Background: an optimization exercise with open tools, aiming at small area and a short achievable clock period. Do not read the settings as production practice.
Where RTL was checked, it was by simulation tests only, not by an equivalence proof against the original.
Power figures rest on the tool's default switching activity, not on a simulated workload.

Setup of run A:
## sobel_conv_top
module sobel_conv_top (
  input  logic        clk_main_a0,
  input  logic        rst_main_n_sync,
  input  logic        awvalid,
  input  logic [31:0] awaddr,
  output logic        awready,
  input  logic        wvalid,
  input  logic [31:0] wdata,
  output logic        wready,
  output logic        bvalid,
  output logic [1:0]  bresp,
  input  logic        bready,
  input  logic        arvalid,
  input  logic [31:0] araddr,
  output logic        arready,
  output logic        rvalid,
  output logic [31:0] rdata,
  output logic [1:0]  rresp,
  input  logic        rready,
  input  logic [15:0] vdip,
  output logic [15:0] vled
);
Size: roughly 600 cells after synthesis, about 190 flip-flops, about 180 I/O pins, roughly 8400 um^2 of cells after synthesis.
Settings: LEC_CHECK=0, CAP_MARGIN=20, CORE_MARGIN=2, CORE_UTILIZATION=55, PLACE_DENSITY=0.8, SETUP_SLACK_MARGIN=3.75, SLEW_MARGIN=20, SYNTH_HIERARCHICAL=1; clock period 7.0 ns.
standard.sh (not shown) runs the stock make flow with config.mk's settings and CLKGATE_MAP_FILE= SYNTH_SCRIPT=/design/flow/synth_recipe.tcl, a recipe that flattens the netlist after the stock synthesis.
==> flow/flow/run.sh <==
#!/bin/bash
# The standard layout (standard.sh, unchanged synthesis and steps) with two
# placement/CTS options changed:
#  - port buffers are sky130_fd_sc_hd__buf_1 instead of the default pick
#  - clock tree built from clkbuf_4/clkbuf_8 without dummy loads
set -o pipefail
export BUFFER_PORTS_ARGS="-buffer_cell sky130_fd_sc_hd__buf_1"
export CTS_ARGS="-sink_clustering_enable -repair_clock_nets -dont_use_dummy_load -buf_list {sky130_fd_sc_hd__clkbuf_4 sky130_fd_sc_hd__clkbuf_8}"
bash standard.sh > standard.log 2>&1
status=$?
cp -r orfs/logs orfs_logs 2>/dev/null
exit $status
## Diff of input files: run B against run A
diff --git a/flow/design.v b/flow/design.v
--- a/flow/design.v
+++ b/flow/design.v
@@ -159,54 +159,55 @@
       if (w_wait) w_wait <= ~wvalid;
       else        w_wait <= aw_hs;
       if (bvalid) bvalid <= ~bready;
       else        bvalid <= w_hs;
     end
   end
   always_ff @(posedge clk_main_a0) begin
     if (aw_hs) w_code <= wr_code(awaddr);
   end
   logic [11:0] p0, p2, n6, n8;
   logic [10:0] n1, n3, p5, p7;
-  logic        mode_nz;    
+  logic        mode_nz, mode_z;    
   logic [15:0] scratch;
   logic [15:0] wd;
   logic [11:0] wdn;
   assign wd  = wdata[15:0] & {16{rst_n}};
   assign wdn = ~wd[11:0];
   logic we_p0, we_p1, we_p2, we_p3, we_p5, we_p6, we_p7, we_p8, we_mode, we_scr;
   assign we_scr  = ~rst_n | (w_hs && w_code == 4'd0);
   assign we_mode = ~rst_n | (w_hs && w_code == 4'd1);
   assign we_p0   = ~rst_n | (w_hs && w_code == 4'd4);
   assign we_p1   = ~rst_n | (w_hs && w_code == 4'd5);
   assign we_p2   = ~rst_n | (w_hs && w_code == 4'd6);
   assign we_p3   = ~rst_n | (w_hs && w_code == 4'd7);
   assign we_p5   = ~rst_n | (w_hs && w_code == 4'd9);
   assign we_p6   = ~rst_n | (w_hs && w_code == 4'd10);
   assign we_p7   = ~rst_n | (w_hs && w_code == 4'd11);
   assign we_p8   = ~rst_n | (w_hs && w_code == 4'd12);
   always_ff @(posedge clk_main_a0) begin
     if (we_scr)  scratch <= wd;
     if (we_mode) mode_nz <= rst_n & (|wdata);
+    if (we_mode) mode_z  <= ~(rst_n & (|wdata));
     if (we_p0)   p0 <= wd[11:0];
     if (we_p1)   n1 <= wdn[10:0];
     if (we_p2)   p2 <= wd[11:0];
     if (we_p3)   n3 <= wdn[10:0];
     if (we_p5)   p5 <= wd[10:0];
     if (we_p6)   n6 <= wdn[11:0];
     if (we_p7)   p7 <= wd[10:0];
     if (we_p8)   n8 <= wdn[11:0];
   end
   logic [11:0] m, x, ny;
   logic [10:0] u, nv;
-  assign m  = {12{~mode_nz}};
+  assign m  = {12{mode_z}};
   assign x  = p2 ^ m;
   assign ny = n6 ^ m;
   assign u  = ~(mode_nz ? n1 : n3);
   assign nv = ~(mode_nz ? p7 : p5);
   logic [11:0] a0, a1, a2, a3, a4, a5;
   logic [11:0] s1, c1, s2, c2, s3, c3, s4, c4;
   logic [11:0] c1s, c2s, c3s, c4s;
   assign a0 = p0;
   assign a1 = n8;
   assign a2 = x;
   assign a3 = ny;
@@ -288,26 +289,32 @@
     end else if (rd_res) begin
       r_t    <= {4'b0, res_t};
       r_g    <= res_g;
       r_c2   <= res_c2;
     end
   end
   logic [11:0] sum_lo;
   assign sum_lo[1:0] = r_t[1:0];
   sobel_radd u_radd (.cin(r_c2), .g(r_g), .t(r_t[11:2]), .s(sum_lo[11:2]));
   assign rdata = {r_dead ? 16'hDEAD : 16'h0000, r_t[15:12], sum_lo};
   logic [15:0] dip_meta, led_pre_n;    
+  logic        rst_i;
+  logic [15:0] vled_d;
+  assign rst_i = ~rst_n;
+  for (genvar i = 0; i < 16; i++) begin : g_vled
+    sobel_nor2 u_vled_d (.a(led_pre_n[i]), .b(rst_i), .y(vled_d[i]));
+  end
   always_ff @(posedge clk_main_a0) begin
     dip_meta  <= vdip;
     led_pre_n <= ~(scratch & dip_meta & {16{rst_n}});
-    vled      <= ~led_pre_n & {16{rst_n}};
+    vled      <= vled_d;
   end
 endmodule
 module sobel_fa (
   input  logic a,
   input  logic b,
   input  logic c,
   output logic s,
   output logic co
 );
   assign s  = a ^ b ^ c;
   assign co = (a & b) | (a & c) | (b & c);
[summary]
- The setup slack of run B is larger than that of run A.
- Compare run B and run A | sequential share of power higher: run A
- Across both runs, combinational power was higher for run B than for run A.
- The fraction of the cycle the final worst path needs in run B was lower than what run A gave.
- Total power of the final layout, run B and run A: higher on run B
- Status: share of synthesized area spent on multiplexers parity (run B, run A)
- On full die area, run B and run A are neck and neck.
- On setup slack at placement: run B sits above run A.
No functional check of the RTL was part of run A.

## port drivers added, routing unchanged
No port has a modelled driver above. Below, the same layouts with a new extraction and two added sets of constraints. Step 1: set_driving_cell puts a clkbuf_16 on clk_main_a0 and a buf_2 on each other input, an assumption about the parent block. Step 2 adds t to the input delays and takes it off the output delays; t is the mean of the earliest and latest rising clock arrival at the registers after step 1. Input paths then give back, and output paths get back, about the clock's delay inside the block. Three values: ideal ports, drivers, drivers and shift; two values: the first two.
| run | t, ns | slack for setup (ns) | worst slew at a driven data input, ns | cell pins on the clock port's net |
|---|---|---|---|---|
| run A | 0.465 | 3.715 / 3.680 / 3.714 | 0.05 | 1 |
| run B | 0.484 | 3.786 / 3.753 / 3.714 | 0.05 | 1 |
After both steps setup and hold are still met in every run listed. For run B, which loses most, drivers alone change the setup slack by -0.033 ns; drivers and shift together by -0.072 ns.
